This is an optimization exercise on Yosys and OpenROAD, whose aim is a short achievable clock period and few clock cycles, not a production implementation.
Only simulation tests tie the RTL to the original design; equivalence was not proved.
Power and IR drop assume default switching activity.

<file path="flow/run.sh">
#!/bin/bash
# synth_recipe.tcl (not shown) runs the flow's synth.tcl, then flattens the netlist and writes it again
# the make line also repeats each setting of config.mk as NAME=value (left out here)
make -C /OpenROAD-flow-scripts/flow DESIGN_CONFIG=/design/flow/config.mk WORK_HOME=/design/flow/orfs CLKGATE_MAP_FILE= SYNTH_SCRIPT=/design/flow/synth_recipe.tcl finish
</file>
<file path="flow/config.mk">
export PLATFORM = sky130hd
export DESIGN_NAME = mipsCore
export DESIGN_NICKNAME = mipsCore
export VERILOG_FILES = /design/flow/design.v
export SDC_FILE = /design/flow/constraint.sdc
export NUM_CORES = 4
export LEC_CHECK = 0
export ABC_CLOCK_PERIOD_IN_PS = 3000
export CAP_MARGIN = 20
export CELL_PAD_IN_SITES_DETAIL_PLACEMENT = 1
export CELL_PAD_IN_SITES_GLOBAL_PLACEMENT = 2
export CORE_MARGIN = 2
export CORE_UTILIZATION = 28
export GPL_ROUTABILITY_DRIVEN = 1
export PLACE_DENSITY = 0.5
export SETUP_SLACK_MARGIN = 4.0
export SLEW_MARGIN = 20
export TNS_END_PERCENT = 100
</file>
<file path="flow/constraint.sdc">
create_clock -name core_clock -period 7.5 [get_ports {clk}]
set_input_delay 1.5000 -clock core_clock [delete_from_list [all_inputs] [get_ports {clk}]]
set_output_delay 1.5000 -clock core_clock [all_outputs]
set_load 0.01 [all_outputs]
</file>
<file path="flow/design.v">
package mipsPkg;
  localparam int WORD_W   = 32;
  localparam int REG_W    = 5;
  localparam int NUM_REGS = 2 ** REG_W;
  typedef logic [WORD_W-1:0] word_t;
  typedef logic [REG_W-1:0]  regAddr_t;
  typedef enum logic [5:0] {
    R_TYPE = 6'b000000,
    J      = 6'b000010,
    BEQ    = 6'b000100,
    ADDI   = 6'b001000,
    LW     = 6'b100011,
    SW     = 6'b101011
  } opcode_e;
  typedef enum logic [5:0] {
    F_ADD = 6'h20,
    F_SUB = 6'h22,
    F_AND = 6'h24,
    F_OR  = 6'h25,
    F_SLT = 6'h2a
  } funct_e;
  typedef enum logic [2:0] {
    ALU_AND = 3'b000,
    ALU_OR  = 3'b001,
    ALU_ADD = 3'b010,
    ALU_SUB = 3'b110,
    ALU_SLT = 3'b111
  } aluOp_e;
  typedef enum logic [1:0] {
    FWD_REG = 2'b00,
    FWD_WB  = 2'b01,
    FWD_MEM = 2'b10
  } fwdSel_e;
  typedef struct packed {
    logic   regWrite;
    logic   memToReg;
    logic   memWrite;
    logic   aluSrc;
    aluOp_e aluOp;
  } exCtrl_t;
  localparam word_t NOP_WORD = '0;
endpackage
`timescale 1ns/1ps
module mipsCore #(
  parameter int IMEM_DEPTH = 64,
  parameter int DMEM_DEPTH = 64
) (
  input  logic              clk,
  input  logic              rst,
  input  logic              instLoad_i,
  input  mipsPkg::word_t    instAddr_i,
  input  mipsPkg::word_t    instData_i,
  output mipsPkg::word_t    memAddr_o,
  output mipsPkg::word_t    memWriteData_o,
  output logic              memWrite_o,
  output mipsPkg::regAddr_t regAddr_o,
  output mipsPkg::word_t    regWriteData_o,
  output logic              regWrite_o
);
  typedef logic [5:0] widx_t;
  logic [31:0] imRaw   [64];
  logic        imJ     [64];
  logic        imB     [64];
  logic        imBA    [64];   
  widx_t       imTgt   [64];
  widx_t       imSucc  [64];
  logic        imNxNop [64];   
  widx_t       imSucc2 [64];   
  widx_t ldA, ldAm1, ldAm2;
  logic  ldIsJ, ldIsB, ldNop, ldFnOk;
  assign ldA   = instAddr_i[5:0];
  assign ldAm1 = ldA - 6'd1;
  assign ldAm2 = ldA - 6'd2;
  assign ldFnOk = instData_i[5:0] == 6'h20 || instData_i[5:0] == 6'h22 ||
                  instData_i[5:0] == 6'h24 || instData_i[5:0] == 6'h25 ||
                  instData_i[5:0] == 6'h2a;
  always_comb begin
    case (instData_i[31:26])
      6'h00:        ldNop = !ldFnOk || instData_i[15:11] == 5'd0;
      6'h08, 6'h23: ldNop = instData_i[20:16] == 5'd0;
      6'h02, 6'h04, 6'h2b: ldNop = 1'b0;
      default:      ldNop = 1'b1;
    endcase
  end
  always_ff @(posedge clk) begin
    if (instLoad_i) begin
      imRaw[ldA]     <= instData_i;
      imJ[ldA]       <= ldIsJ;
      imB[ldA]       <= ldIsB;
      imBA[ldA]      <= ldIsB && instData_i[25:21] == instData_i[20:16];
      imTgt[ldA]     <= ldIsJ ? instData_i[5:0] : ldA + 6'd1 + instData_i[5:0];
      imSucc[ldAm1]  <= ldIsJ ? instData_i[5:0] : ldA;
      imNxNop[ldAm1] <= ldNop;
      imSucc2[ldAm2] <= ldIsJ ? instData_i[5:0] : ldA;
    end
  end
  assign ldIsJ = instData_i[31:26] == 6'h02;
  assign ldIsB = instData_i[31:26] == 6'h04;
  widx_t       pcF;
  logic [1:0]  bp [64];
  logic        dValid;
  logic [31:0] dIns;
  widx_t       dPc, dTgt, dSucc;
  logic        dPredT;
  logic [1:0]  dCtr;
  logic        dBV, dBPred;
  logic [4:0]  dBRs, dBRt;
  widx_t       dBPc, dBTgt, dBSucc;
  logic [1:0]  dBCtr;
  logic        eValid, eWr, eLw, eSw, eBeq, ePredT;
  logic [4:0]  eDest;
  logic [31:0] eRA, eRB, eOpB;    
  logic        eFA, eFB;
  logic [4:0]  eS00, eS10, eS01;
  logic        eS11Dbl, eS11Pass, eSLw;
  widx_t       eIdx;
  widx_t       ePc, eTgt, eSucc;
  logic [1:0]  eCtr;
  logic        eBV, eBPred, eFBA, eFBB;
  logic        eBL, eBDepA, eBDepB;    
  logic [31:0] eBRA, eBRB;
  widx_t       eBPc, eBTgt, eBSucc;
  logic [1:0]  eBCtr;
  logic        uValid, u2Valid;
  widx_t       uPc, u2Pc;
  logic [1:0]  uCtr, u2Ctr;
  logic        wBL, wBDepA, wBDepB, wBPred;
  logic [31:0] wBRA, wBRB;
  widx_t       wBPc, wBTgt, wBSucc;
  logic [1:0]  wBCtr;
  logic        wSw;
  widx_t       wSIdx;
  logic [31:0] wSd;
  logic        wWr;
  logic [4:0]  wDest;
  logic [31:0] wRes;
  logic [31:0] wRfD;           
  logic        oMemWr;
  logic [31:0] oAddr, oSd, oRes;
  logic        mispE, mispL, flush, agi;
  widx_t       pcF1;
  logic        fJ, fB, fNxNop, gB, gNxNop, fBA, gBA;
  widx_t       fTgt, fSucc1, fSucc2, gTgt, gSucc1, gSucc2;
  logic [1:0]  fCtr, gCtr;
  logic [31:0] fRaw, gRaw;
  assign pcF1   = pcF + 6'd1;
  assign fJ     = imJ[pcF];
  assign fB     = imB[pcF];
  assign fBA    = imBA[pcF];
  assign fNxNop = imNxNop[pcF];
  assign fTgt   = imTgt[pcF];
  assign fSucc1 = imSucc[pcF];
  assign fSucc2 = imSucc2[pcF];
  assign fCtr   = bp[pcF];
  assign fRaw   = imRaw[pcF];
  assign gB     = imB[pcF1];
  assign gBA    = imBA[pcF1];
  assign gNxNop = imNxNop[pcF1];
  assign gTgt   = imTgt[pcF1];
  assign gSucc1 = imSucc[pcF1];
  assign gSucc2 = imSucc2[pcF1];
  assign gCtr   = bp[pcF1];
  assign gRaw   = imRaw[pcF1];
  widx_t fSucc, gSucc, fNext;
  logic  fPredT, fPair;
  assign fSucc  = fNxNop ? fSucc2 : fSucc1;
  assign gSucc  = gNxNop ? gSucc2 : gSucc1;
  assign fPredT = fB & (fCtr[1] | fBA);
  assign fPair  = !fJ && !fB && gB;
  assign fNext  = (fJ | fPredT) ? fTgt : fPair ? ((gCtr[1] | gBA) ? gTgt : gSucc) : fSucc;
  always_ff @(posedge clk or posedge rst) begin
    if (rst) begin
      pcF    <= '0;
      dValid <= 1'b0;
      dBV    <= 1'b0;
    end else if (instLoad_i) begin
      pcF    <= '0;
      dValid <= 1'b0;
      dBV    <= 1'b0;
    end else if (flush) begin
      pcF    <= redir;
      dValid <= 1'b0;
      dBV    <= 1'b0;
    end else if (agi) begin
      ;                                 
    end else begin
      pcF    <= fNext;
      dValid <= !fJ;
      dBV    <= fPair;
    end
  end
  always_ff @(posedge clk) begin
    if (!agi) begin
      dBRs   <= gRaw[25:21];
      dBRt   <= gRaw[20:16];
      dBPc   <= pcF1;
      dBTgt  <= gTgt;
      dBSucc <= gSucc;
      dBPred <= gCtr[1] | gBA;
      dBCtr  <= gCtr;
    end
    if (!agi) begin
      dIns   <= fRaw;
      dPc    <= pcF;
      dTgt   <= fTgt;
      dSucc  <= fSucc;
      dPredT <= fPredT;
      dCtr   <= fCtr;
    end
  end
  logic [31:0] rf [32];
  logic [31:0] rv;
  logic [5:0] op, fn;
  logic [4:0] rs, rt, rd, dDest;
  logic       isR, fnOk, dWrK, dLw, dSw, dBeq, dImm, dWr;
  logic [2:0] dOp;
  logic [31:0] dImmV;
  assign op = dIns[31:26];
  assign fn = dIns[5:0];
  assign rs = dIns[25:21];
  assign rt = dIns[20:16];
  assign rd = dIns[15:11];
  always_comb begin
    isR = op == 6'h00;
    dOp = mipsPkg::ALU_ADD;
    fnOk = 1'b1;
    case (fn)
      6'h20: dOp = mipsPkg::ALU_ADD;
      6'h22: dOp = mipsPkg::ALU_SUB;
      6'h24: dOp = mipsPkg::ALU_AND;
      6'h25: dOp = mipsPkg::ALU_OR;
      6'h2a: dOp = mipsPkg::ALU_SLT;
      default: fnOk = 1'b0;
    endcase
    if (!isR) dOp = mipsPkg::ALU_ADD;
  end
  assign dLw    = op == 6'h23;
  assign dSw    = op == 6'h2b;
  assign dBeq   = op == 6'h04;
  assign dImm   = op == 6'h08 || dLw || dSw;
  assign dWrK   = (isR && fnOk) || op == 6'h08 || dLw;
  assign dDest  = isR ? rd : rt;
  assign dWr    = dWrK && dDest != 5'd0;
  assign dImmV  = {{16{dIns[15]}}, dIns[15:0]};
  logic [31:0] rfA, rfB, rfBA, rfBB, dRA, dRB, dBA, dBB;
  logic        wHitA, wHitB, wHitBA, wHitBB;
  assign rfA  = rv[rs]   ? rf[rs]   : 32'd0;
  assign rfB  = rv[rt]   ? rf[rt]   : 32'd0;
  assign rfBA = rv[dBRs] ? rf[dBRs] : 32'd0;
  assign rfBB = rv[dBRt] ? rf[dBRt] : 32'd0;
  assign wHitA  = wWr && wDest == rs;
  assign wHitB  = wWr && wDest == rt;
  assign wHitBA = wWr && wDest == dBRs;
  assign wHitBB = wWr && wDest == dBRt;
  assign dRA = wHitA  ? wRfD : rfA;
  assign dRB = wHitB  ? wRfD : rfB;
  assign dBA = wHitBA ? wRfD : rfBA;
  assign dBB = wHitBB ? wRfD : rfBB;
  logic [7:0] dAddrLo;
  assign dAddrLo = dRA[7:0] + dIns[7:0];
  logic fwdA, fwdOpB;
  logic [4:0] dOpOH;
  assign dOpOH = {dOp == mipsPkg::ALU_SLT, dOp == mipsPkg::ALU_OR, dOp == mipsPkg::ALU_AND,
                  dOp == mipsPkg::ALU_SUB, dOp == mipsPkg::ALU_ADD};
  assign fwdA   = eValid && eWr && eDest == rs;
  assign fwdOpB = eValid && eWr && eDest == rt && !dImm;
  logic dDepA, dDepB;
  assign dDepA = dValid && dWr && dDest == dBRs;
  assign dDepB = dValid && dWr && dDest == dBRt;
  assign agi = dValid && (dLw || dSw) && eValid && eWr && eDest == rs;
  always_ff @(posedge clk or posedge rst) begin
    if (rst) begin
      eValid <= 1'b0;
      eBV    <= 1'b0;
    end else begin
      eValid <= dValid && !agi && !flush && !instLoad_i;
      eBV    <= dBV && !agi && !flush && !instLoad_i;
    end
  end
  always_ff @(posedge clk) begin
    eWr    <= dWr;
    eLw    <= dLw;
    eSw    <= dSw;
    eBeq   <= dBeq;
    eS00   <= (!fwdA && !fwdOpB && !dLw) ? dOpOH : 5'd0;
    eS10   <= ( fwdA && !fwdOpB && !dLw) ? dOpOH : 5'd0;
    eS01   <= (!fwdA &&  fwdOpB && !dLw) ? dOpOH : 5'd0;
    eS11Dbl  <= fwdA && fwdOpB && !dLw && dOpOH[0];
    eS11Pass <= fwdA && fwdOpB && !dLw && (dOpOH[2] || dOpOH[3]);
    eSLw   <= dLw;
    eDest  <= dDest;
    eRA    <= dRA;
    eRB    <= dRB;
    eOpB   <= dImm ? dImmV : dRB;
    eIdx   <= dAddrLo[7:2];
    eFA    <= eValid && eWr && eDest == rs;
    eFB    <= eValid && eWr && eDest == rt;
    ePc    <= dPc;
    eTgt   <= dTgt;
    eSucc  <= dSucc;
    ePredT <= dPredT;
    eCtr   <= dCtr;
    eBRA   <= dBA;
    eBRB   <= dBB;
    eFBA   <= eValid && eWr && eDest == dBRs;
    eFBB   <= eValid && eWr && eDest == dBRt;
    eBPc   <= dBPc;
    eBTgt  <= dBTgt;
    eBSucc <= dBSucc;
    eBPred <= dBPred;
    eBCtr  <= dBCtr;
    eBL    <= dDepA || dDepB;
    eBDepA <= dDepA;
    eBDepB <= dDepB;
  end
  logic [31:0] valB, aluOut, res;
  assign valB = eFB ? wRes : eRB;
  logic [31:0] sum00, dif00, sum10, dif10, sum01, dif01;
  logic        lt00, lt10, lt01;
  assign sum00 = eRA + eOpB;
  assign dif00 = eRA - eOpB;
  assign lt00  = $signed(eRA) < $signed(eOpB);
  assign sum10 = wRes + eOpB;
  assign dif10 = wRes - eOpB;
  assign lt10  = $signed(wRes) < $signed(eOpB);
  assign sum01 = eRA + wRes;
  assign dif01 = eRA - wRes;
  assign lt01  = $signed(eRA) < $signed(wRes);
  assign aluOut =
      ({32{eS00[0]}} & sum00) | ({32{eS00[1]}} & dif00) | ({32{eS00[2]}} & (eRA & eOpB)) |
      ({32{eS00[3]}} & (eRA | eOpB)) | {31'd0, eS00[4] & lt00} |
      ({32{eS10[0]}} & sum10) | ({32{eS10[1]}} & dif10) | ({32{eS10[2]}} & (wRes & eOpB)) |
      ({32{eS10[3]}} & (wRes | eOpB)) | {31'd0, eS10[4] & lt10} |
      ({32{eS01[0]}} & sum01) | ({32{eS01[1]}} & dif01) | ({32{eS01[2]}} & (eRA & wRes)) |
      ({32{eS01[3]}} & (eRA | wRes)) | {31'd0, eS01[4] & lt01} |
      ({32{eS11Dbl}} & {wRes[30:0], 1'b0}) | ({32{eS11Pass}} & wRes);
  logic taken, takenB, mispMain, mispPair, anyBr, brTaken, eEq, eBEq;
  assign eEq  = eRA == eRB;
  assign eBEq = eBRA == eBRB;
  logic [1:0] brCtr;
  always_comb begin
    case ({eFA, eFB})
      2'b00:   taken = eEq;
      2'b10:   taken = wRes == eRB;
      2'b01:   taken = eRA == wRes;
      default: taken = 1'b1;
    endcase
    case ({eFBA, eFBB})
      2'b00:   takenB = eBEq;
      2'b10:   takenB = wRes == eBRB;
      2'b01:   takenB = eBRA == wRes;
      default: takenB = 1'b1;
    endcase
  end
  logic takenL, eLive, eBE;
  always_comb begin
    case ({wBDepA, wBDepB})
      2'b10:   takenL = wRes == wBRB;
      2'b01:   takenL = wBRA == wRes;
      default: takenL = 1'b1;
    endcase
  end
  assign mispL  = wBL && (takenL != wBPred);
  widx_t redirL, redirE, redir;
  assign redirL = takenL ? wBTgt : wBSucc;
  assign eLive  = eValid && !mispL;      
  assign eBE    = eBV && !eBL;           
  assign mispMain = eValid && eBeq && (taken != ePredT);
  assign mispPair = eBE && (takenB != eBPred);
  assign mispE    = mispMain || mispPair;
  assign redirE   = mispMain ? (taken ? eTgt : eSucc) : (takenB ? eBTgt : eBSucc);
  assign flush    = mispL || mispE;
  assign redir    = mispL ? redirL : redirE;
  assign anyBr   = (eValid && eBeq) || eBE;
  assign brTaken = eBE ? takenB : taken;
  assign brCtr   = eBE ? eBCtr : eCtr;
  always_ff @(posedge clk or posedge rst) begin
    if (rst) begin
      uValid  <= 1'b0;
      u2Valid <= 1'b0;
      wBL     <= 1'b0;
    end else begin
      uValid  <= anyBr && !mispL;
      u2Valid <= wBL;
      wBL     <= eBV && eBL && !mispL;
    end
  end
  always_ff @(posedge clk) begin
    uPc   <= eBE ? eBPc : ePc;
    uCtr  <= brTaken ? ((brCtr == 2'b11) ? 2'b11 : brCtr + 2'd1)
                     : ((brCtr == 2'b00) ? 2'b00 : brCtr - 2'd1);
    u2Pc  <= wBPc;
    u2Ctr <= takenL ? ((wBCtr == 2'b11) ? 2'b11 : wBCtr + 2'd1)
                    : ((wBCtr == 2'b00) ? 2'b00 : wBCtr - 2'd1);
    wBDepA <= eBDepA;
    wBDepB <= eBDepB;
    wBRA   <= eFBA ? wRes : eBRA;
    wBRB   <= eFBB ? wRes : eBRB;
    wBPred <= eBPred;
    wBPc   <= eBPc;
    wBTgt  <= eBTgt;
    wBSucc <= eBSucc;
    wBCtr  <= eBCtr;
  end
  always_ff @(posedge clk or posedge rst) begin
    if (rst) begin
      for (int i = 0; i < 64; i++) bp[i] <= 2'b01;
    end else begin
      if (uValid)  bp[uPc]  <= uCtr;
      if (u2Valid) bp[u2Pc] <= u2Ctr;
    end
  end
  logic [31:0] dm [64];
  logic [63:0] dv;
  logic [31:0] eRd;
  logic [31:0] dmRd;
  assign dmRd = dv[eIdx] ? dm[eIdx] : 32'd0;
  assign eRd = (wSw && wSIdx == eIdx) ? wSd : dmRd;
  assign res = aluOut | ({32{eSLw}} & eRd);
  always_ff @(posedge clk) begin
    if (wSw) dm[wSIdx] <= wSd;
  end
  always_ff @(posedge clk or posedge rst) begin
    if (rst) dv <= '0;
    else if (wSw) dv[wSIdx] <= 1'b1;
  end
  always_ff @(posedge clk or posedge rst) begin
    if (rst) begin
      wWr    <= 1'b0;
      oMemWr <= 1'b0;
      wSw    <= 1'b0;
    end else begin
      wWr    <= eLive && eWr;
      oMemWr <= eLive && eSw;
      wSw    <= eLive && eSw;
    end
  end
  always_ff @(posedge clk) begin
    wDest <= eDest;
    wRes  <= res;
    wRfD  <= res & {32{eValid && eWr}};
    oAddr <= sum00;                       
    oSd   <= valB;
    oRes  <= res & {32{eWr}};
    wSIdx <= eIdx;
    if (eSw) wSd <= valB;
  end
  always_ff @(posedge clk) begin
    if (wWr) rf[wDest] <= wRfD;
  end
  always_ff @(posedge clk or posedge rst) begin
    if (rst) rv <= '0;
    else if (wWr) rv[wDest] <= 1'b1;
  end
  assign memWrite_o     = oMemWr;
  assign memAddr_o      = oAddr;
  assign memWriteData_o = oSd;
  assign regWrite_o     = wWr;
  assign regAddr_o      = wDest;
  assign regWriteData_o = oRes;
endmodule
</file>
==> results.txt, run 1 <==
Area Growth Syn to Fin 21.9%; FF-to-FF Start eIdx[0]; Synth Instances 17,650; power per cell area 363 nW/um2; Final Cycle Share 57.0%; Worst Hold Endpoint wBPc[5]; Worst Path Buf+Inv 6; final worst path period need 4.28 ns; Routability Congestion 0.851; ys async rst share around 3.2%; DIE AREA 1,220,000 um2; Die W around 1.1 mm; CTS tree done; WL per Instance ~39 um; worst-path cell chain buf_16, buf_12, buf_16, buf_12, buf_16, mux4_2, mux4_2, mux4_2, nand2b_4, nand2_8, a2111oi_4, nor4b_4, buf_6, nor2_1; final wirelength 1420 mm; RSZ-0062 raised after global routing yes; GRT Util Overall 22.4%; CTS Root Cell clkbuf_16; Worst EP required 8.48 ns; worst path arrival time 5.26 ns; Max Cap Viol 0; routed vias 198,520; Clk pin slew, worst setup/hold paths 0.06 ns; simple-gate share of the synthesized area 2.81%; area leader, netlist edfxtp_1; CP top delay family multiplexers; Static Leak 0.134 uW; Slowest-stage cell, CP mux4_2; placed cell area 365,000 um2; DRT iter0 DRCs 22,832; vias in the first global route between 200k and 250k; f_max 234 MHz; Vias/cell 5.53; Hold Path Origin eBPc[5]; flop-to-flop setup slack 3.22 ns; top cell type's share of synthesized area 58.7%; worst min-delay path category reg -> reg; Critical Path Source Type flip-flop; initial antenna violation count 124; drt first pass iters 8; synth warn 2; # DRC 0; slowest stage delay, CP 0.60 ns; Skew-Pair Late Insertion Delay 1.22 ns; setup violators final 0; Worst Path Max Fanout 7; Distinct cells, synth 97; status no timing/DRC/antenna violations; Layout Nets between 15,000 and 20,000; post-route ant nets 0; mapped cell area 340,000 um2; xor/xnor share of the synthesized area less than 1%; layout cells sized above 1 40.5%; largest cells by area after synthesis edfxtp_1 59%, mux4_2 25%, dfxtp_1 3.0%; port bufs 143; Min-Delay Path Depth 0; core area 1,210,000 um2; syn nets roughly 18,000; Worst setup EP type flip-flop; number of synthesized flops with an enable pin 6,644; cts bufs inserted approximately 850; first-pass GRT wire length 1890 mm; Die H 1.11 mm; IO Count 170; Crit Reg-Reg Endpoint wRfD[0]; number of synthesized register bits 7,398; max-slew violation count 0; Seq/Total Area, Yosys 63.5%; htree depth 6; grt ovf 0; endpoints failing hold 0; reg2reg path depth 14; Worst Tran Pin Value 1.14 ns; skew final 0.122 ns; initial core utilization 28.1%; Avg Cell Area, Syn 19.3 um2; Max-slew headroom between 20% and 30%; std cell rows roughly 400; Max clock buf depth 5; maximum VDD drop around 0.33 mV; DP HPWL 805 mm; post-synthesis adder-cell area fraction 1.21%; Setup CP Type reg -> reg; design area 415,000 um2; hold buffer count at cts 0; clock sink count around 7,400; pin count of the biggest net entering global routing 129; main flop type after synthesis edfxtp_1; compound-gate portion of the synthesized area under 10%; mux cell area share after synthesis 26.6%; setup total negative slack 0 ns; largest family of logic cells by synthesized area multiplexers
[Yosys cell counts (19+ instances only)]
cell type     n
edfxtp_1   6644
o21bai_1    145
nand3_1     122
a31oi_1      66
nor4_1       60
buf_2       173
a21oi_1     324
or2_2        33
clkbuf_1    807
o211ai_1     39
mux2i_1     374
and2_1       38
o221ai_1     30
nor3_1       99
nor2_1      655
o21a_1       19
nor2b_1      66
o2111ai_1    30
buf_1       263
xnor2_1     230
ha_1        315
and3_1       38
a21o_1       74
or4_1        25
nand4_1      69
nand2_1     699
dfstp_2      64
dfrtp_1     175
xor2_1       81
nand2b_1     84
o22ai_1      52
o21ai_0     458
mux2_2      138
a221o_1      28
or3_1        26
a32oi_1      20
a22oi_1      56
mux4_2     3782
a211oi_1     31
inv_1       284
dfxtp_1     515
buf_4        20
a221oi_1     73
a22o_1       20
[per-stage QoR]
stage               utilization (%)  hold slack [ns]  power (uW)  instances  setup slack (ns)
finish                         34.3            0.279      151000      35905              3.22
global route                   34.2            0.273      156000      35869              3.19
CTS                            33.7            0.247      149000      35499              3.20
detailed placement             30.2            0.315       98000      33278              1.43
global placement               30.1            0.314       98100      33271              1.46
floorplan                         -            0.310       78200      17650              2.92
[layout by cell type, fill, tap and decap left out, drive strengths merged, types with 324 or more instances in the layout]
cell       n
edfxtp  6644
mux4    3782
buf     1654
clkbuf  1133
nand2    704
nor2     655
dfxtp    515
o21ai    466
clkinv   380
mux2i    375
a21oi    324
[area by class of cell]
type,instances,area [um2]
Fill cell,118835,796000
Sequential cell,7398,216000
Multi-Input combinational cell,8702,125000
Timing Repair Buffer,1852,24800
Clock buffer,1083,22700
Tap cell,16037,20100
Clock inverter,485,4840
Inverter,288,1260
Antenna cell,58,145
Timing Repair inverter,2,13.8
[worst max path at each step]
| stage | cells after the start | to | start | slack [ns] |
|---|---|---|---|---|
| 4_1_cts | 13 | oRes[19] | eIdx[0] | 3.20 |
| 3_5_place_dp | 10 | wRfD[0] | eIdx[0] | 1.43 |
| 6_report | 14 | wRfD[0] | eIdx[0] | 3.22 |
| 3_3_place_gp | 10 | wRfD[0] | eIdx[0] | 1.46 |
| 2_1_floorplan | 1 | bp[0][1] | rst | 2.92 |
| 5_1_grt | 16 | oRes[22] | eIdx[0] | 3.19 |
[worst register-to-register path, stage by stage, from the launching register on]
cell	delay, ns
dfxtp_4	0.39
buf_16	0.17
buf_12	0.19
buf_16	0.16
buf_12	0.14
buf_16	0.13
mux4_2	0.52
mux4_2	0.60
mux4_2	0.55
nand2b_4	0.12
nand2_8	0.08
a2111oi_4	0.44
nor4b_4	0.29
buf_6	0.19
nor2_1	0.07
[per-layer routing]
metal | routed length (um) | vias up | GRT usage [%]
li1 | - | 77831 | -
met1 | 614000 | 112179 | 31.2
met2 | 684000 | 6940 | 37.0
met3 | 80600 | 1544 | 3.23
met4 | 38800 | 26 | 5.55
met5 | 166 | - | 0
[registers in the layout (all words and copies together), names as in the netlist, 64 cells and up]
| name | flops |
|---|---|
| dm | 2048 |
| imRaw | 2048 |
| rf | 1024 |
| imSucc2 | 384 |
| imSucc | 384 |
| imTgt | 384 |
| bp | 128 |
| dv | 64 |
| imBA | 64 |
| imB | 64 |
| imJ | 64 |
| imNxNop | 64 |
[report_power, final]
| group | internal, uW | total, uW | switching [uW] |
|---|---|---|---|
| Combinational | 27300 | 62100 | 34800 |
| Sequential | 45900 | 47000 | 1130 |
| Clock | 23600 | 41600 | 18000 |
| Total | 96700 | 151000 | 53900 |
[repair_timing]
item                                    in CTS  in global routing
gates cloned                               177                 59
gates resized for setup                   1527                544
pin swaps                                  159                141
endpoints found under the setup margin    5028               1318
setup buffers                              476                287
[logic make-up after synthesis]
group / Yosys count
AND/OR/NAND/NOR: 2084
AO/OA/AOI/OAI: 1678
XOR/XNOR: 312
multiplexers: 4295
adder cells (fa/ha/maj): 326
flip-flops: 7398
buffers and inverters: 1557
Testbench counts, summed over its fixed seeds: cycles 10,424.
==> run 2: changes to the inputs <==
--- a/flow/config.mk
+++ b/flow/config.mk
@@ -10,9 +10,9 @@
 export CELL_PAD_IN_SITES_DETAIL_PLACEMENT = 1
 export CELL_PAD_IN_SITES_GLOBAL_PLACEMENT = 2
 export CORE_MARGIN = 2
-export CORE_UTILIZATION = 28
+export CORE_UTILIZATION = 35
 export GPL_ROUTABILITY_DRIVEN = 1
-export PLACE_DENSITY = 0.5
+export PLACE_DENSITY = 0.6
 export SETUP_SLACK_MARGIN = 4.0
 export SLEW_MARGIN = 20
 export TNS_END_PERCENT = 100
==> run 2 against run 1 <==
  * Synthesized area did not move
  * Combinational power fell by 3.9%
  * Worst setup slack improved by 0.033 ns
  * Cell count fell by 9.6%
  * Sequential share of layout area rose by 1.2 points
  * Clock power fell by 3%
  * Global-route usage rose by 3.4 points
  * Count of clock-buffer cells in the layout fell by 41
  * Fmax rose by 0.78%
  * Largest cell class unchanged
==> results.txt, run 2 <==
vias in the first global route 201,868 (-1.3%); mapped cell area 340,000 um2 (unchanged); number of synthesized register bits 7,398 (unchanged); Seq/Total Area, Yosys 63.5% (unchanged); Die H 990 um (-11%); core area 970,000 um2 (-20%); port bufs 143 (unchanged); CTS tree done; commonest cells after routing, fill and taps aside 6,644 x edfxtp_1, 3,782 x mux4_2, 892 x clkbuf_16, 781 x buf_4, 653 x nand2_1; initial core utilization 35.0% (+7.0 points); final worst path period need 4.24 ns (-0.0333 ns); CTS Root Cell clkbuf_16; Final Cycle Share 56.6% (-0.44 points); Power Internal 95,400 uW (-1.4%); max-slew violation count 0 (unchanged); std cell rows 362 (-10%); reg2reg path depth 12 (-2); clock sink count 7,398 (unchanged); skew final 0.160 ns (+0.0387 ns); Clock power frac 27.4% (-0.2 points); Worst EP required 8.47 ns (about the same); DIE AREA 979,000 um2 (-20%); ys async rst share 3.23% (unchanged); f_max 236 MHz (+0.78%); combinational fraction of design power 40.6% (-0.6 points); syn nets 18,039 (unchanged); top post-synthesis cells by count 6,644 x edfxtp_1, 3,782 x mux4_2, 807 x clkbuf_1; Sw Share 35.1% (-0.69 points); Max Cap Viol 0 (unchanged); worst path arrival time 5.22 ns (-0.04 ns); FF-to-FF Start eIdx[0]; htree depth 6 (unchanged); main flop type after synthesis edfxtp_1; Distinct cells, synth 97 (unchanged); drt first pass iters 6 (-2); Critical Path Start eIdx[0]; hold_ws 0.289 ns (+0.0102 ns); Hold Path Origin dPredT; design area 405,000 um2 (-2.3%); Setup CP Type reg -> reg; DRT iter0 DRCs 24,715 (+8.2%); layout cells sized above 1 39.2% (-1.2 points); area leader, netlist edfxtp_1; synth warn 2 (unchanged); setup violators final 0 (unchanged); pin count of the biggest net entering global routing 121 (-6.2%); RSZ-0062 raised after global routing yes; number of synthesized flops with an enable pin 6,644 (unchanged); Worst Path Max Fanout 10 (+3); Fillers 91,347 (-23%); Vias/cell 6.12 (+11%); net switching power 51,600 uW (-4.3%); worst min-delay path category reg -> reg; Max clock buf depth 5 (unchanged); hold buffer count at cts 0 (unchanged); top-count cell post-synth edfxtp_1; Die W 990 um (-11%); commonest non-fill, non-tap cell in the layout edfxtp_1; endpoints failing hold 0 (unchanged); setup ws final 3.26 ns (+0.0333 ns); Clk pin slew, worst setup/hold paths 0.06 ns (about the same); pre-CTS WS 1.35 ns (-0.0767 ns); routed vias 198,532 (+0.0060%); setup total negative slack 0 ns (unchanged); Synth Instances 17,650 (unchanged); Area Growth Syn to Fin 19.1%; Skew-Pair Late Insertion Delay 1.20 ns (-0.02 ns); Static Leak 0.132 uW (-1.9%); top cell type's share of synthesized area 58.7% (unchanged); first-pass GRT wire length 1750 mm (-7.1%); Worst setup EP type flip-flop; Seq pwr share 31.9% (+0.7 points); cts bufs inserted 833 (-2.2%); Critical Path End wRfD[19]; IO Count 170 (unchanged); placed cell area 360,000 um2 (-1.3%); Worst Tran Pin Value 1.32 ns (+0.178 ns); status no timing/DRC/antenna violations; Routability Congestion 0.913 (+7.2%); final wirelength 1300 mm (-8.3%); maximum VDD drop 0.451 mV (+37%); Avg Cell Area, Syn 19.3 um2 (unchanged); GRT Util Overall 25.8% (+3.4 points); DP HPWL 744 mm (-7.6%); grt ovf 0 (unchanged); Crit Reg-Reg Endpoint wRfD[19]; largest registers dm: 2048 flops, imRaw: 2048 flops, rf: 1024 flops; Max-slew headroom 11.4% (-12 points); Layout Nets 19,198 (-1.5%); post-route ant nets 0 (unchanged); Critical Path Source Type flip-flop; power per cell area 363 nW/um2 (-0.16%); initial antenna violation count 99 (-20%); largest cells by area after synthesis edfxtp_1 59%, mux4_2 25%, dfxtp_1 3.0%; # DRC 0 (unchanged); WL per Instance 40.1 um (+1.5%); flop-to-flop setup slack 3.26 ns (+0.03 ns)
run 2: worst min path at each step:
stage              end  slack, ns  depth (start not counted)
2_1_floorplan  u2Pc[0]       0.31                          0
3_3_place_gp   u2Pc[5]       0.31                          0
3_5_place_dp   u2Pc[0]       0.31                          0
4_1_cts         ePredT       0.30                          0
5_1_grt         ePredT       0.32                          0
6_report        ePredT       0.29                          0
run 2: kinds of logic after synthesis:
logic type / Yosys count / synth area share (%)
muxes: 4295 / 26.6
adders and majority gates: 326 / 1.21
DFF: 7398 / 63.5
xor gates and xnor gates: 312 / 0.806
AOI/OAI and AO/OA: 1678 / 3.25
and+or+nand+nor: 2084 / 2.81
buffers and inverters: 1557 / 1.82
run 2: worst max-delay path, cell delays in order (launching register included):
cell	delay, ns
dfxtp_4	0.39
buf_12	0.15
buf_12	0.16
buf_16	0.17
mux4_2	0.52
mux4_2	0.61
mux4_2	0.59
nand2b_1	0.12
a21boi_4	0.18
o221ai_2	0.10
a221o_1	0.37
a211o_4	0.41
nor2b_1	0.16
run 2: repair_timing:
action,in CTS,in global routing
pin swaps,133,111
endpoints found under the setup margin,5611,1764
gates resized for setup,1472,400
buffers inserted,392,185
gates cloned,145,54
run 2: through the flow:
step | power, uW | utilization, % | instances
after floorplan | 78200 | - | 17650
after global placement | 96300 | 37.1 | 30117
after detailed placement | 96300 | 37.1 | 30119
after CTS | 145000 | 41.3 | 32148
after global routing | 151000 | 41.7 | 32406
final | 147000 | 41.8 | 32441
run 2: cell type report:
cell class	count	area [um2]	area share [%]
diodes	53	133	0.0327
repair buffers	1581	21200	5.23
multi-input cells	8707	124000	30.6
clock buffers	1042	22200	5.49
clock inverters	450	4060	1.00
flip-flops and latches	7398	216000	53.3
well taps	12922	16200	3.99
inverters	288	1270	0.314
run 2: layer usage:
| layer | vias up | share of wire (%) | track usage [%] |
|---|---|---|---|
| met2 | 8918 | 48 | 41.5 |
| met4 | 38 | 3.5 | 7.78 |
| li1 | 77205 | - | - |
| met1 | 110472 | 42 | 36.0 |
| met5 | - | 0.019 | 0 |
| met3 | 1899 | 7.3 | 4.37 |
run 2: power groups by stage:
stage	registers, uW	logic, uW	clock network [uW]
final	46900	59700	40300
after global placement	48100	48200	0
after floorplan	47100	31100	0
after CTS	46900	57400	41000
after detailed placement	48100	48200	0
after global routing	47000	61700	42500
==> run 3: changes to the inputs <==
--- a/flow/design.v
+++ b/flow/design.v
@@ -114,6 +114,7 @@
   logic [4:0]  eS00, eS10, eS01;
   logic        eS11Dbl, eS11Pass, eSLw;
   widx_t       eIdx;
+  widx_t       eIdxN;               
   widx_t       ePc, eTgt, eSucc;
   logic [1:0]  eCtr;
   logic        eBV, eBPred, eFBA, eFBB;
@@ -293,6 +294,7 @@
     eRB    <= dRB;
     eOpB   <= dImm ? dImmV : dRB;
     eIdx   <= dAddrLo[7:2];
+    eIdxN  <= ~dAddrLo[7:2];
     eFA    <= eValid && eWr && eDest == rs;
     eFB    <= eValid && eWr && eDest == rt;
     ePc    <= dPc;
@@ -414,7 +416,10 @@
   logic [63:0] dv;
   logic [31:0] eRd;
   logic [31:0] dmRd;
-  assign dmRd = dv[eIdx] ? dm[eIdx] : 32'd0;
+  widx_t       eIdxB;
+  assign eIdxB = ~eIdxN;
+  assign dmRd[15:0]  = dv[eIdx]  ? dm[eIdx][15:0]   : 16'd0;
+  assign dmRd[31:16] = dv[eIdxB] ? dm[eIdxB][31:16] : 16'd0;
   assign eRd = (wSw && wSIdx == eIdx) ? wSd : dmRd;
   assign res = aluOut | ({32{eSLw}} & eRd);
   always_ff @(posedge clk) begin
--- a/flow/config.mk
+++ b/flow/config.mk
@@ -10,9 +10,9 @@
 export CELL_PAD_IN_SITES_DETAIL_PLACEMENT = 1
 export CELL_PAD_IN_SITES_GLOBAL_PLACEMENT = 2
 export CORE_MARGIN = 2
-export CORE_UTILIZATION = 35
+export CORE_UTILIZATION = 28
 export GPL_ROUTABILITY_DRIVEN = 1
-export PLACE_DENSITY = 0.6
+export PLACE_DENSITY = 0.5
 export SETUP_SLACK_MARGIN = 4.0
 export SLEW_MARGIN = 20
 export TNS_END_PERCENT = 100
==> run 3 against run 2 <==
  * Hold slack gained 0.0074 ns
  * Highest routed layer unchanged
  * Synthesized cell count increased by 0.72%
  * Largest cell class unchanged
  * Sequential power grew 3%
==> results.txt, run 3 <==
top sig layer met5; Worst Tran Pin Value 1.18 ns (-0.141 ns); Crit Reg-Reg Endpoint wRfD[28]; final worst path period need 4.24 ns (-0.00386 ns); setup ws final 3.26 ns (+0.00386 ns); reg2reg path depth 16 (+4); cts bufs inserted 841 (+0.96%); design area 415,000 um2 (+2.5%); top-count cell post-synth edfxtp_1; Routability Congestion 0.860 (-5.8%); ys async rst share 3.23% (about the same); slowest stage delay, CP 0.56 ns (-0.05 ns); Die H 1.11 mm (+12%); worst-path cell chain buf_12, buf_12, buf_16, mux4_2, mux4_2, nor2_4, nor4_4, or2_4, buf_12, and2_4, a221oi_2, nand3_1, a221o_1, a211oi_4, buf_6, nor2_2; worst min-delay path category reg -> reg; Layout Nets 19,598 (+2.1%); skew final 0.106 ns (-0.0548 ns); Max-slew headroom 20.9% (+9.5 points); post-synthesis adder-cell area fraction 1.21% (-0.0033 points); DP HPWL 825 mm (+11%); port bufs 143 (unchanged); Max clock buf depth 5 (unchanged); Clk pin slew, worst setup/hold paths 0.06 ns (about the same); post-route ant nets 0 (unchanged); simple-gate share of the synthesized area 2.82% (+0.014 points); Min-Delay Path Depth 0 (unchanged); WL per Instance 39.7 um (-0.94%); initial core utilization 28.1% (-7.0 points); Slowest-stage cell, CP mux4_2; CTS tree done; first-pass GRT wire length 1920 mm (+9.4%); Worst Hold Endpoint eBSucc[0]; pin count of the biggest net entering global routing 103 (-15%); main flop type after synthesis edfxtp_1; Synth Instances 17,777 (+0.72%); drt first pass iters 6 (unchanged); net switching power 57,600 uW (+12%); combinational fraction of design power 43.0% (+2.4 points); Sw Share 36.7% (+1.6 points); FF-to-FF Start eIdxN[0]; Static Leak 0.134 uW (+1.9%); pre-CTS WS 1.35 ns (+0.000560 ns); Critical Path Source Type flip-flop; f_max 236 MHz (about the same); Met2 Routed Length 679 mm (+9.9%); commonest non-fill, non-tap cell in the layout edfxtp_1; routed metal-1 wire length 629 mm (+16%); DIE AREA 1,230,000 um2 (+25%); std cell rows 405 (+12%); largest cells by area after synthesis edfxtp_1 59%, mux4_2 24%, dfxtp_1 3.1%; Final Cycle Share 56.5% (about the same); number of synthesized flops with an enable pin 6,644 (unchanged); Distinct cells, synth 121 (+25%); Setup CP Type reg -> reg; total power 157,000 uW (+6.8%); CTS Root Cell clkbuf_16; grt ovf 0 (unchanged); final wirelength 1430 mm (+10%); Clock power frac 26.3% (-1.1 points); area leader, netlist edfxtp_1; Avg Cell Area, Syn 19.2 um2 (-0.45%); flop-to-flop setup slack 3.26 ns (about the same); GRT Util Overall 22.7% (-3.0 points); Max Cap Viol 0 (unchanged); DRT iter0 DRCs 22,694 (-8.2%); htree depth 6 (unchanged); Hold Path Origin dBSucc[0]; RSZ-0062 raised after global routing yes; hold buffer count at cts 0 (unchanged); status no timing/DRC/antenna violations; commonest cells after routing, fill and taps aside 6,644 x edfxtp_1, 3,702 x mux4_2, 906 x buf_4, 886 x clkbuf_16, 634 x nand2_1; Seq/Total Area, Yosys 63.4% (-0.14 points); largest family of logic cells by synthesized area multiplexers; top post-synthesis cells by count 6,644 x edfxtp_1, 3,702 x mux4_2, 686 x nand2_1; Worst EP required 8.55 ns (+0.08 ns); initial antenna violation count 120 (+21%); compound-gate portion of the synthesized area 3.67% (+0.42 points); clock sink count 7,404 (+0.081%); mapped cell area 341,000 um2 (+0.27%); power per cell area 378 nW/um2 (+4.2%); Worst Path Max Fanout 8 (-2); max-slew violation count 0 (unchanged); top cell type's share of synthesized area 58.5% (-0.16 points); largest registers dm: 2048 flops, imRaw: 2048 flops, rf: 1024 flops; setup violators final 0 (unchanged); endpoints failing hold 0 (unchanged); synth warn 2 (unchanged); core area 1,220,000 um2 (+25%); placed cell area 365,000 um2 (+1.4%); maximum VDD drop 0.544 mV (+21%); setup total negative slack 0 ns (unchanged); xor/xnor share of the synthesized area 0.799% (-0.0069 points); routed vias 200,835 (+1.2%); Vias/cell 5.57 (-8.9%); mux cell area share after synthesis 26.2% (-0.46 points); Worst setup EP type flip-flop; vias in the first global route 207,414 (+2.7%); # DRC 0 (unchanged); Die W 1.11 mm (+12%); most frequent cell on the critical path buf_12; Seq pwr share 30.7% (-1.2 points); met3 routed WL 83.4 mm (-12%); hold_ws 0.297 ns (+0.00735 ns); number of synthesized register bits 7,404 (+0.081%); Power Internal 99,300 uW (+4.2%); IO Count 170 (unchanged); Skew-Pair Late Insertion Delay 1.23 ns (+0.03 ns); Area Growth Syn to Fin 21.8%; layout cells sized above 1 40.6% (+1.4 points); syn nets 18,166 (+0.70%); worst path arrival time 5.29 ns (+0.07 ns)
## run 3: stage by stage
stage	cells	utilization, %
3_3_place_gp	33453	30.1
2_1_floorplan	17777	-
4_1_cts	35809	33.8
6_report	36043	34.2
3_5_place_dp	33460	30.1
5_1_grt	36022	34.2
## run 3: logic make-up after synthesis
logic type,Yosys count
XOR/XNOR,308
AO/OA/AOI/OAI,1848
AND/OR/NAND/NOR,2087
multiplexers,4235
adder cells (fa/ha/maj),326
buffers and inverters,1569
flip-flops,7404
## run 3: how the worst max path moves through the flow
stage                               end            from  depth (start not counted)
after CTS                      wRfD[28]        eIdxN[0]                         16
after floorplan             imTgt[0][2]  instData_i[30]                          3
after detailed placement  imRaw[21][25]      instLoad_i                          7
after global routing           wRfD[28]        eIdxN[0]                         16
after global placement    imRaw[21][25]      instLoad_i                          7
final                          wRfD[28]        eIdxN[0]                         16
## run 3: power by group through the flow
stage	clock network [uW]	logic (uW)	registers, uW
after global placement	0	53100	49400
after floorplan	0	33500	47600
after CTS	42200	65500	48100
after detailed placement	0	53000	49500
after global routing	43700	70000	48200
final	41300	67500	48100
## run 3: area by class of cell
type | count | area [um2]
clock buffer | 1054 | 22400
antenna | 43 | 108
multi-input combinational | 8810 | 125000
fill | 119769 | 800000
timing repair buffer | 1867 | 25200
inverter | 285 | 1240
clock inverter | 504 | 4670
sequential | 7404 | 216000
tap | 16076 | 20100
## run 3: per-layer routing
| metal | global-route usage [%] | vias to the layer above |
|---|---|---|
| met5 | 0 | - |
| met4 | 5.32 | 30 |
| met3 | 3.34 | 1571 |
| met2 | 37.0 | 7200 |
| met1 | 32.1 | 113658 |
| li1 | - | 78376 |
## run 3: worst max-delay path: cells and delay by family, from the launching register on
family | cells | cell delay (ns)
buffers and inverters | 5 | 0.79
multiplexers | 2 | 1.11
flip-flops | 1 | 0.37
AND/OR/NAND/NOR | 6 | 0.90
AO/OA/AOI/OAI | 3 | 0.81
## run 3: what timing repair did
item	4_1_cts	5_1_grt
setup buffers	597	156
gates cloned	194	34
endpoints found under the setup margin	5348	1615
pin swaps	221	153
gates resized for setup	1900	407
Testbench counts of run 3, summed over its fixed seeds: cycles 10,424.
==> run 4: changes to the inputs <==
--- a/flow/design.v
+++ b/flow/design.v
@@ -97,6 +97,7 @@
   assign ldIsJ = instData_i[31:26] == 6'h02;
   assign ldIsB = instData_i[31:26] == 6'h04;
   widx_t       pcF;
+  widx_t       pcFN;           
   logic [1:0]  bp [64];
   logic        dValid;
   logic [31:0] dIns;
@@ -153,7 +154,9 @@
   assign fSucc1 = imSucc[pcF];
   assign fSucc2 = imSucc2[pcF];
   assign fCtr   = bp[pcF];
-  assign fRaw   = imRaw[pcF];
+  widx_t pcFR;
+  assign pcFR   = ~pcFN;
+  assign fRaw   = imRaw[pcFR];
   assign gB     = imB[pcF1];
   assign gBA    = imBA[pcF1];
   assign gNxNop = imNxNop[pcF1];
@@ -172,20 +175,24 @@
   always_ff @(posedge clk or posedge rst) begin
     if (rst) begin
       pcF    <= '0;
+      pcFN   <= '1;
       dValid <= 1'b0;
       dBV    <= 1'b0;
     end else if (instLoad_i) begin
       pcF    <= '0;
+      pcFN   <= '1;
       dValid <= 1'b0;
       dBV    <= 1'b0;
     end else if (flush) begin
       pcF    <= redir;
+      pcFN   <= ~redir;
       dValid <= 1'b0;
       dBV    <= 1'b0;
     end else if (agi) begin
       ;                                 
     end else begin
       pcF    <= fNext;
+      pcFN   <= ~fNext;
       dValid <= !fJ;
       dBV    <= fPair;
     end
--- a/flow/config.mk
+++ b/flow/config.mk
@@ -10,9 +10,9 @@
 export CELL_PAD_IN_SITES_DETAIL_PLACEMENT = 1
 export CELL_PAD_IN_SITES_GLOBAL_PLACEMENT = 2
 export CORE_MARGIN = 2
-export CORE_UTILIZATION = 28
+export CORE_UTILIZATION = 35
 export GPL_ROUTABILITY_DRIVEN = 1
-export PLACE_DENSITY = 0.5
+export PLACE_DENSITY = 0.6
 export SETUP_SLACK_MARGIN = 4.0
 export SLEW_MARGIN = 20
 export TNS_END_PERCENT = 100
==> run 4 against run 3 <==
  * Still clean on timing, DRC and antenna
  * Worst setup slack worse by 0.24 ns
  * Global-route usage is 3.5 points higher
  * Core utilization is 7.8 points higher
  * Routed wire length is 7.7% lower
  * Count of clock-buffer cells in the layout is 10 higher
  * Flip-flop and latch count is 6 higher
  * Largest cell class unchanged
  * Highest routed layer unchanged
==> results.txt, run 4 <==
final worst path period need 4.48 ns (+0.240 ns); core area 975,000 um2 (-20%); Routability Congestion 0.889 (+3.3%); Crit Reg-Reg Endpoint pcF[1]; endpoints failing hold 0 (unchanged); Die W 992 um (-10%); Setup CP Type reg -> reg; clock sink count 7,410 (+0.081%); Synth Instances 18,007 (+1.3%); setup violators final 0 (unchanged); number of synthesized register bits 7,410 (+0.081%); number of synthesized flops with an enable pin 6,644 (unchanged); GR peak layer met2; top cell type's share of synthesized area 58.4% (-0.13 points); Area Growth Syn to Fin 19.6%; first-pass GRT wire length 1790 mm (-6.8%); Layout Nets 19,725 (+0.65%); Skew-Pair Late Insertion Delay 1.18 ns (-0.05 ns); Critical Path Start pcF[0]; worst path arrival time 5.45 ns (+0.16 ns); Seq/Total Area, Yosys 63.3% (-0.094 points); initial antenna violation count 103 (-14%); CTS tree done; drt first pass iters 6 (unchanged); routing usage on met1 36.4% (+4.3 points); top-count cell post-synth edfxtp_1; CTS Root Cell clkbuf_16; initial core utilization 35.0% (+7.0 points); std cell rows 363 (-10%); commonest cells after routing, fill and taps aside 6,644 x edfxtp_1, 3,709 x mux4_2, 937 x buf_4, 873 x clkbuf_16, 739 x nand2_1; Avg Cell Area, Syn 19.0 um2 (-1.1%); FF-to-FF Start pcF[0]; Static Leak 0.133 uW (-0.84%); Critical Path Source Type flip-flop; vias in the first global route 206,378 (-0.50%); Worst Tran Pin Value 1.25 ns (+0.0747 ns); # DRC 0 (unchanged); max-slew violation count 0 (unchanged); area leader, netlist edfxtp_1; largest registers dm: 2048 flops, imRaw: 2048 flops, rf: 1024 flops; status no timing/DRC/antenna violations; syn nets 18,396 (+1.3%); Distinct cells, synth 111 (-8.3%); M3 GR Usage 4.30% (+0.96 points); pin count of the biggest net entering global routing 125 (+21%); f_max 223 MHz (-5.3%); Die H 992 um (-10%); DIE AREA 984,000 um2 (-20%); ys async rst share 3.31% (+0.078 points); GRT Util Overall 26.2% (+3.5 points); main flop type after synthesis edfxtp_1; commonest non-fill, non-tap cell in the layout edfxtp_1; Critical Path End pcF[1]; design area 409,000 um2 (-1.5%); routed vias 202,457 (+0.81%); flop-to-flop setup slack 3.02 ns (-0.24 ns); Max Cap Viol 0 (unchanged); skew final 0.142 ns (+0.0360 ns); RSZ-0062 raised after global routing yes; WL per Instance 40.0 um (+0.86%); Vias/cell 6.14 (+10%); setup total negative slack 0 ns (unchanged); Final Cycle Share 59.7% (+3.2 points); Max clock buf depth 5 (unchanged); top post-synthesis cells by count 6,644 x edfxtp_1, 3,709 x mux4_2, 782 x nand2_1; Clk pin slew, worst setup/hold paths 0.06 ns (about the same); Worst Path Max Fanout 15 (+7); cts bufs inserted 837 (-0.48%); largest cells by area after synthesis edfxtp_1 58%, mux4_2 24%, dfxtp_1 3.1%; Max-slew headroom 16.1% (-4.8 points); maximum VDD drop 0.383 mV (-29%); synth warn 2 (unchanged); met2 Use GR 42.4% (+5.4 points); IO Count 170 (unchanged); Fillers 91,553 (-24%); htree depth 6 (unchanged); DRT iter0 DRCs 24,993 (+10%); grt ovf 0 (unchanged); reg2reg path depth 14 (-2); mapped cell area 342,000 um2 (+0.22%); DP HPWL 757 mm (-8.2%); power per cell area 368 nW/um2 (-2.7%); Final Util 41.9% (+7.8 points); post-route ant nets 0 (unchanged); worst min-delay path category reg -> reg; layout cells sized above 1 39.5% (-1.1 points); hold buffer count at cts 0 (unchanged); Worst setup EP type flip-flop; port bufs 143 (unchanged); placed cell area 363,000 um2 (-0.79%); Worst EP required 8.47 ns (-0.08 ns); final wirelength 1320 mm (-7.7%)
[run 4: power by group]
group	total, uW	internal [uW]	switching [uW]
Clock	40200	23000	17100
Sequential	47900	46200	1660
Combinational	62300	27800	34400
Total	150000	97100	53200
[run 4: worst min path at each step]
stage / startpoint / endpoint / slack, ns / cells after the start
4_1_cts: dBPc[4] / eBPc[4] / 0.23 / 0
6_report: dBPc[4] / eBPc[4] / 0.24 / 0
3_3_place_gp: wBPc[5] / u2Pc[5] / 0.31 / 0
5_1_grt: dBPc[4] / eBPc[4] / 0.24 / 0
2_1_floorplan: wBPc[0] / u2Pc[0] / 0.31 / 0
3_5_place_dp: wBPc[5] / u2Pc[5] / 0.32 / 0
[run 4: critical path, cell delays in order, from the launching register on]
cell,delay [ns]
dfrtp_4,0.51
clkinvlp_4,0.14
buf_6,0.13
ha_4,0.36
buf_4,0.25
buf_16,0.22
mux4_2,0.37
mux4_2,0.59
mux2i_2,0.25
mux2i_1,0.10
mux2_4,0.34
a32o_1,0.27
or4_4,0.46
o311a_4,0.17
a21o_1,0.15
[run 4: per-layer routing]
| metal | vias up | wire length [um] |
|---|---|---|
| li1 | 78666 | - |
| met1 | 112476 | 547000 |
| met2 | 9295 | 630000 |
| met3 | 1976 | 95500 |
| met4 | 44 | 48800 |
| met5 | - | 286 |
[run 4: cell type report]
class                      count  area (um2)  area share (%)
antenna                       55         138          0.0337
clock buffer                1064       22300            5.45
clock inverter               426        3860           0.944
inverter                     299        1280           0.314
multi-input combinational   9014      126000            30.9
sequential                  7410      216000            52.9
tap                        12957       16200            3.97
timing repair buffer        1773       22500            5.49
timing repair inverter         1        8.76         0.00214
[run 4: timing repair]
item	4_1_cts	5_1_grt
hold endpoints to repair	0	0
cloned	131	30
gates resized for setup	1662	401
endpoints found under the setup margin	5246	1037
pin swaps	212	153
buffers inserted	545	217
[run 4: logic make-up after synthesis]
group | Yosys count | synth area share, %
and+or+nand+nor | 2243 | 3.03
AOI/OAI and AO/OA | 1865 | 3.63
xor gates and xnor gates | 316 | 0.814
adders and majority gates | 327 | 1.21
DFF | 7410 | 63.3
buffers and inverters | 1590 | 1.95
muxes | 4256 | 26.1
[run 4: metrics by stage]
step                      setup WS, ns  std cells  power (uW)  hold WS [ns]
final                             3.02      32999      150000         0.236
after global routing              3.02      32965      155000         0.242
after CTS                         3.04      32695      149000         0.230
after detailed placement          1.62      30529       99300         0.318
after global placement            1.64      30526       99300         0.314
after floorplan                   2.84      18007       80100         0.310
Testbench counts of run 4, summed over its fixed seeds: cycles 10,424.
==> run 5: changes to the inputs <==
--- a/flow/design.v
+++ b/flow/design.v
@@ -97,7 +97,7 @@
   assign ldIsJ = instData_i[31:26] == 6'h02;
   assign ldIsB = instData_i[31:26] == 6'h04;
   widx_t       pcF;
-  widx_t       pcFN;           
+  widx_t       pcF1;           
   logic [1:0]  bp [64];
   logic        dValid;
   logic [31:0] dIns;
@@ -113,7 +113,8 @@
   logic [31:0] eRA, eRB, eOpB;    
   logic        eFA, eFB;
   logic [4:0]  eS00, eS10, eS01;
-  logic        eS11Dbl, eS11Pass, eSLw;
+  logic        eS11Dbl, eS11Pass;
+  logic        eSLwMem, eSLwByp;    
   widx_t       eIdx;
   widx_t       eIdxN;               
   widx_t       ePc, eTgt, eSucc;
@@ -140,12 +141,10 @@
   logic        oMemWr;
   logic [31:0] oAddr, oSd, oRes;
   logic        mispE, mispL, flush, agi;
-  widx_t       pcF1;
   logic        fJ, fB, fNxNop, gB, gNxNop, fBA, gBA;
   widx_t       fTgt, fSucc1, fSucc2, gTgt, gSucc1, gSucc2;
   logic [1:0]  fCtr, gCtr;
   logic [31:0] fRaw, gRaw;
-  assign pcF1   = pcF + 6'd1;
   assign fJ     = imJ[pcF];
   assign fB     = imB[pcF];
   assign fBA    = imBA[pcF];
@@ -154,9 +153,7 @@
   assign fSucc1 = imSucc[pcF];
   assign fSucc2 = imSucc2[pcF];
   assign fCtr   = bp[pcF];
-  widx_t pcFR;
-  assign pcFR   = ~pcFN;
-  assign fRaw   = imRaw[pcFR];
+  assign fRaw   = imRaw[pcF];
   assign gB     = imB[pcF1];
   assign gBA    = imBA[pcF1];
   assign gNxNop = imNxNop[pcF1];
@@ -175,24 +172,24 @@
   always_ff @(posedge clk or posedge rst) begin
     if (rst) begin
       pcF    <= '0;
-      pcFN   <= '1;
+      pcF1   <= 6'd1;
       dValid <= 1'b0;
       dBV    <= 1'b0;
     end else if (instLoad_i) begin
       pcF    <= '0;
-      pcFN   <= '1;
+      pcF1   <= 6'd1;
       dValid <= 1'b0;
       dBV    <= 1'b0;
     end else if (flush) begin
       pcF    <= redir;
-      pcFN   <= ~redir;
+      pcF1   <= redir + 6'd1;
       dValid <= 1'b0;
       dBV    <= 1'b0;
     end else if (agi) begin
       ;                                 
     end else begin
       pcF    <= fNext;
-      pcFN   <= ~fNext;
+      pcF1   <= fNext + 6'd1;
       dValid <= !fJ;
       dBV    <= fPair;
     end
@@ -266,6 +263,8 @@
   assign dBB = wHitBB ? wRfD : rfBB;
   logic [7:0] dAddrLo;
   assign dAddrLo = dRA[7:0] + dIns[7:0];
+  logic ldHit;
+  assign ldHit = eValid && eSw && eIdx == dAddrLo[7:2];
   logic fwdA, fwdOpB;
   logic [4:0] dOpOH;
   assign dOpOH = {dOp == mipsPkg::ALU_SLT, dOp == mipsPkg::ALU_OR, dOp == mipsPkg::ALU_AND,
@@ -295,7 +294,8 @@
     eS01   <= (!fwdA &&  fwdOpB && !dLw) ? dOpOH : 5'd0;
     eS11Dbl  <= fwdA && fwdOpB && !dLw && dOpOH[0];
     eS11Pass <= fwdA && fwdOpB && !dLw && (dOpOH[2] || dOpOH[3]);
-    eSLw   <= dLw;
+    eSLwMem <= dLw && !ldHit;
+    eSLwByp <= dLw && ldHit;
     eDest  <= dDest;
     eRA    <= dRA;
     eRB    <= dRB;
@@ -423,12 +423,14 @@
   logic [63:0] dv;
   logic [31:0] eRd;
   logic [31:0] dmRd;
+  logic        dvRd;
   widx_t       eIdxB;
   assign eIdxB = ~eIdxN;
-  assign dmRd[15:0]  = dv[eIdx]  ? dm[eIdx][15:0]   : 16'd0;
-  assign dmRd[31:16] = dv[eIdxB] ? dm[eIdxB][31:16] : 16'd0;
-  assign eRd = (wSw && wSIdx == eIdx) ? wSd : dmRd;
-  assign res = aluOut | ({32{eSLw}} & eRd);
+  assign dvRd  = dv[eIdx];
+  assign dmRd[15:0]  = dm[eIdx][15:0];
+  assign dmRd[31:16] = dm[eIdxB][31:16];
+  assign eRd = dmRd;
+  assign res = aluOut | ({32{eSLwMem && dvRd}} & dmRd) | ({32{eSLwByp}} & wSd);
   always_ff @(posedge clk) begin
     if (wSw) dm[wSIdx] <= wSd;
   end
--- a/flow/config.mk
+++ b/flow/config.mk
@@ -10,9 +10,9 @@
 export CELL_PAD_IN_SITES_DETAIL_PLACEMENT = 1
 export CELL_PAD_IN_SITES_GLOBAL_PLACEMENT = 2
 export CORE_MARGIN = 2
-export CORE_UTILIZATION = 35
+export CORE_UTILIZATION = 28
 export GPL_ROUTABILITY_DRIVEN = 1
-export PLACE_DENSITY = 0.6
+export PLACE_DENSITY = 0.5
 export SETUP_SLACK_MARGIN = 4.0
 export SLEW_MARGIN = 20
 export TNS_END_PERCENT = 100
==> run 5 against run 4 <==
  * Still clean
  * Hold slack better by 0.076 ns
  * Via count is 2.9% lower
  * Count of clock-buffer cells in the layout is 34 higher
  * Total power decreased by 0.46%
  * Flip-flop and latch count is 1 higher
  * Synthesized area fell by 0.69%
  * Sequential share of layout area shrank 0.22 points
  * Global-route usage shrank 4.1 points
  * Routed wire length up 4.8%
  * First-iteration DRC count down 14%
  * Sequential power barely moved
  * Cell count rose by 8.7%
  * Critical endpoint is now pcF1[4]
==> results.txt, run 5 <==
status no timing/DRC/antenna violations; clock sink count 7,411 (+0.013%); Final Util 33.9% (-8.0 points); ys async rst share 3.31% (about the same); Worst Path Buf+Inv 5 (+1); f_max 218 MHz (-2.2%); number of synthesized flops with an enable pin 6,644 (unchanged); commonest cells after routing, fill and taps aside 6,644 x edfxtp_1, 3,619 x mux4_2, 936 x buf_4, 893 x clkbuf_16, 615 x nand2_1; Max clock buf depth 5 (unchanged); FF-to-FF Start pcF1[0]; # DRC 0 (unchanged); slowest stage delay, CP 0.62 ns (+0.03 ns); top post-synthesis cells by count 6,644 x edfxtp_1, 3,619 x mux4_2, 748 x clkbuf_1; Worst setup EP type flip-flop; Hold Path Origin dBSucc[4]; setup total negative slack 0 ns (unchanged); commonest non-fill, non-tap cell in the layout edfxtp_1; layout cells sized above 1 39.3% (-0.18 points); cts bufs inserted 858 (+2.5%); CTS tree done; drt first pass iters 6 (unchanged); area leader, netlist edfxtp_1; IO Count 170 (unchanged); power per cell area 364 nW/um2 (-0.86%); setup violators final 0 (unchanged); Die W 1.10 mm (+11%); maximum VDD drop 0.398 mV (+3.7%); final wirelength 1380 mm (+4.8%); DRT iter0 DRCs 21,413 (-14%); top-count cell post-synth edfxtp_1; max-slew violation count 0 (unchanged); Max-slew headroom 9.09% (-7.0 points); most frequent cell on the critical path buf_12; core area 1,210,000 um2 (+24%); Fillers 119,435 (+30%); CTS Root Cell clkbuf_16; Worst Path Max Fanout 8 (-7); Vias/cell 5.48 (-11%); syn nets 18,168 (-1.2%); worst path arrival time 5.68 ns (+0.23 ns); main flop type after synthesis edfxtp_1; synth warn 2 (unchanged); GRT Util Overall 22.1% (-4.1 points); worst min-delay path category reg -> reg; Seq/Total Area, Yosys 63.7% (+0.44 points); endpoints failing hold 0 (unchanged); non-filler cells in the finished layout 35,885 (+8.7%); mapped cell area 339,000 um2 (-0.69%); DIE AREA 1,220,000 um2 (+24%); Avg Cell Area, Syn 19.1 um2 (+0.57%); Clk pin slew, worst setup/hold paths 0.06 ns (about the same); hold_ws 0.313 ns (+0.0762 ns); RSZ-0062 raised after global routing yes; Setup CP Type reg -> reg; initial core utilization 28.1% (-7.0 points); final worst path period need 4.58 ns (+0.101 ns); post-route ant nets 0 (unchanged); std cell rows 404 (+11%); largest registers dm: 2048 flops, imRaw: 2048 flops, rf: 1024 flops; initial antenna violation count 105 (+1.9%); skew final 0.0849 ns (-0.0567 ns); worst-path cell chain buf_12, buf_12, buf_16, buf_6, mux4_2, a22o_4, a221oi_4, o22ai_4, nor3_4, mux2i_4, mux2i_1, nand2_1, a311oi_4, inv_2, ha_4, nor3b_2, xor2_1, o31ai_2; DP HPWL 819 mm (+8.2%); first-pass GRT wire length 1870 mm (+4.5%); placed cell count 33,486 (+9.7%); Layout Nets 19,468 (-1.3%); Critical Path Start pcF1[0]; port bufs 143 (unchanged); Synth Instances 17,783 (-1.2%); vias in the first global route 205,180 (-0.58%); Routability Congestion 0.851 (-4.3%); Worst EP required 8.60 ns (+0.13 ns); Skew-Pair Late Insertion Delay 1.20 ns (+0.02 ns); Area Growth Syn to Fin 20.9%; Slowest-stage cell, CP dfstp_4; pin count of the biggest net entering global routing 129 (+3.2%); Static Leak 0.131 uW (-1.8%); grt ovf 0 (unchanged); top cell type's share of synthesized area 58.8% (+0.40 points); Max Cap Viol 0 (unchanged); Die H 1.10 mm (+11%); Worst Tran Pin Value 1.35 ns (+0.0962 ns); Distinct cells, synth 115 (+3.6%); CP top delay family compound AO/OA/AOI/OAI gates; htree depth 6 (unchanged); Critical Path Source Type flip-flop; largest cells by area after synthesis edfxtp_1 59%, mux4_2 24%, dfxtp_1 3.1%; routed vias 196,485 (-2.9%); Final Cycle Share 61.1% (+1.3 points); number of synthesized register bits 7,411 (+0.013%); WL per Instance 38.6 um (-3.6%)
[run 5: cell count changes in the layout (fill, tap and decap cells not counted), moves of 24 or more]
cell	change
o21bai_1	-31
mux2i_1	-28
a211oi_2	-24
a22oi_1	+82
nand2_1	-124
clkinv_1	+29
nor2_1	+33
mux2i_4	+25
mux4_2	-90
xnor2_1	-41
a22o_1	+35
buf_12	-31
a21oi_1	+32
[run 5: worst paths after layout]
| check | end | cells after the start | slack, ns |
|---|---|---|---|
| worst min-delay path | eBSucc[4] | 0 | 0.31 |
| min in group asynchronous | dv[54] | 2 | 0.74 |
| worst min register to register | eBSucc[4] | 0 | 0.31 |
| worst max register to register | pcF1[4] | 18 | 2.92 |
| max in group asynchronous | bp[12][1] | 3 | 5.43 |
| worst max-delay path | pcF1[4] | 18 | 2.92 |
[run 5: routing by layer]
| metal | track usage (%) | part of all wire, % | vias up |
|---|---|---|---|
| met2 | 36.3 | 48 | 6556 |
| met4 | 5.12 | 2.6 | 22 |
| met1 | 31.3 | 44 | 110525 |
| met3 | 2.90 | 5.3 | 1524 |
| li1 | - | - | 77858 |
| met5 | 0 | 0.0090 | - |
[run 5: logic make-up after synthesis]
family	share of synthesized area, %
flops	63.7
mux	25.7
simple gates	2.88
compound gates	3.80
buf+inv	1.95
fa+ha+maj	1.19
xor+xnor	0.741
[run 5: what timing repair did]
item,4_1_cts,5_1_grt
setup buffers,473,160
resized for setup,1841,290
pin swaps,203,132
endpoints found under the setup margin,4581,1246
hold buffers,0,0
cloned,116,24
[run 5: final cells by class]
class | count | area [um2] | share of cell area (%)
clock buffer | 1098 | 23000 | 5.60
multi-input combinational | 8788 | 124000 | 30.2
clock inverter | 483 | 4370 | 1.07
timing repair buffer | 1716 | 21200 | 5.17
sequential | 7411 | 216000 | 52.7
antenna | 44 | 110 | 0.0268
inverter | 308 | 1330 | 0.323
tap | 16037 | 20100 | 4.89
[run 5: worst register-to-register path, cell delays in order, from the launching register on]
cell and delay (ns):
dfstp_4 0.62, buf_12 0.18, buf_12 0.21, buf_16 0.12, buf_6 0.09, mux4_2 0.49, a22o_4 0.27, a221oi_4 0.25
o22ai_4 0.17, nor3_4 0.38, mux2i_4 0.23, mux2i_1 0.20, nand2_1 0.12, a311oi_4 0.46, inv_2 0.09, ha_4 0.17
nor3b_2 0.15, xor2_1 0.19, o31ai_2 0.18
[run 5: stage by stage]
stage	power [uW]	setup slack [ns]	cell area (um2)
6_report	150000	2.92	410000
4_1_cts	150000	2.99	407000
2_1_floorplan	78300	2.84	340000
3_5_place_dp	99200	1.30	364000
5_1_grt	155000	2.92	410000
3_3_place_gp	99300	1.31	364000
[run 5: power by group]
group | internal [uW] | leakage [uW] | switching [uW]
registers | 46200 | 0.0686 | 1580
clock network | 23400 | 0.0133 | 17900
logic | 25900 | 0.0489 | 34500
total | 95600 | 0.131 | 54000
Testbench counts of run 5, summed over its fixed seeds: cycles 10,424.

==> afterwards: timing with drivers on the ports <==
The results above use ideal ports. As a check the final layouts listed here were re-extracted and re-timed, cells and wires unchanged.
Step 1: set_driving_cell puts a clkbuf_16 on clk and a buf_2 on each other input, an assumption about the parent block.
Step 2, shift: input delay + t, output delay - t, t = (earliest + latest rising clock arrival at the registers) / 2. This alone moves slack from input paths to output paths.
a / b / c = no drivers / after step 1 / after step 2; a / b = the first two.
| run | t, ns | setup slack, ns | clock arrival spread, ns | worst data-port slew with drivers (ns) | pins driven straight from the clock port |
|---|---|---|---|---|---|
| run 1 | 1.319 | 3.224 / 3.224 / 2.784 | 0.150 / 0.150 | 0.42 | 1 |
| run 2 | 1.275 | 3.257 / 3.257 / 2.772 | 0.163 / 0.164 | 0.27 | 1 |
| run 3 | 1.327 | 3.261 / 3.261 / 2.782 | 0.133 / 0.133 | 0.34 | 1 |
| run 4 | 1.269 | 3.022 / 3.022 / 2.889 | 0.157 / 0.158 | 0.37 | 1 |
| run 5 | 1.325 | 2.921 / 2.921 / 2.716 | 0.090 / 0.089 | 0.30 | 1 |
After both steps setup and hold are still met in every run listed. For run 2, which loses most, drivers alone change the setup slack by 0.000 ns; drivers and shift together by -0.485 ns.
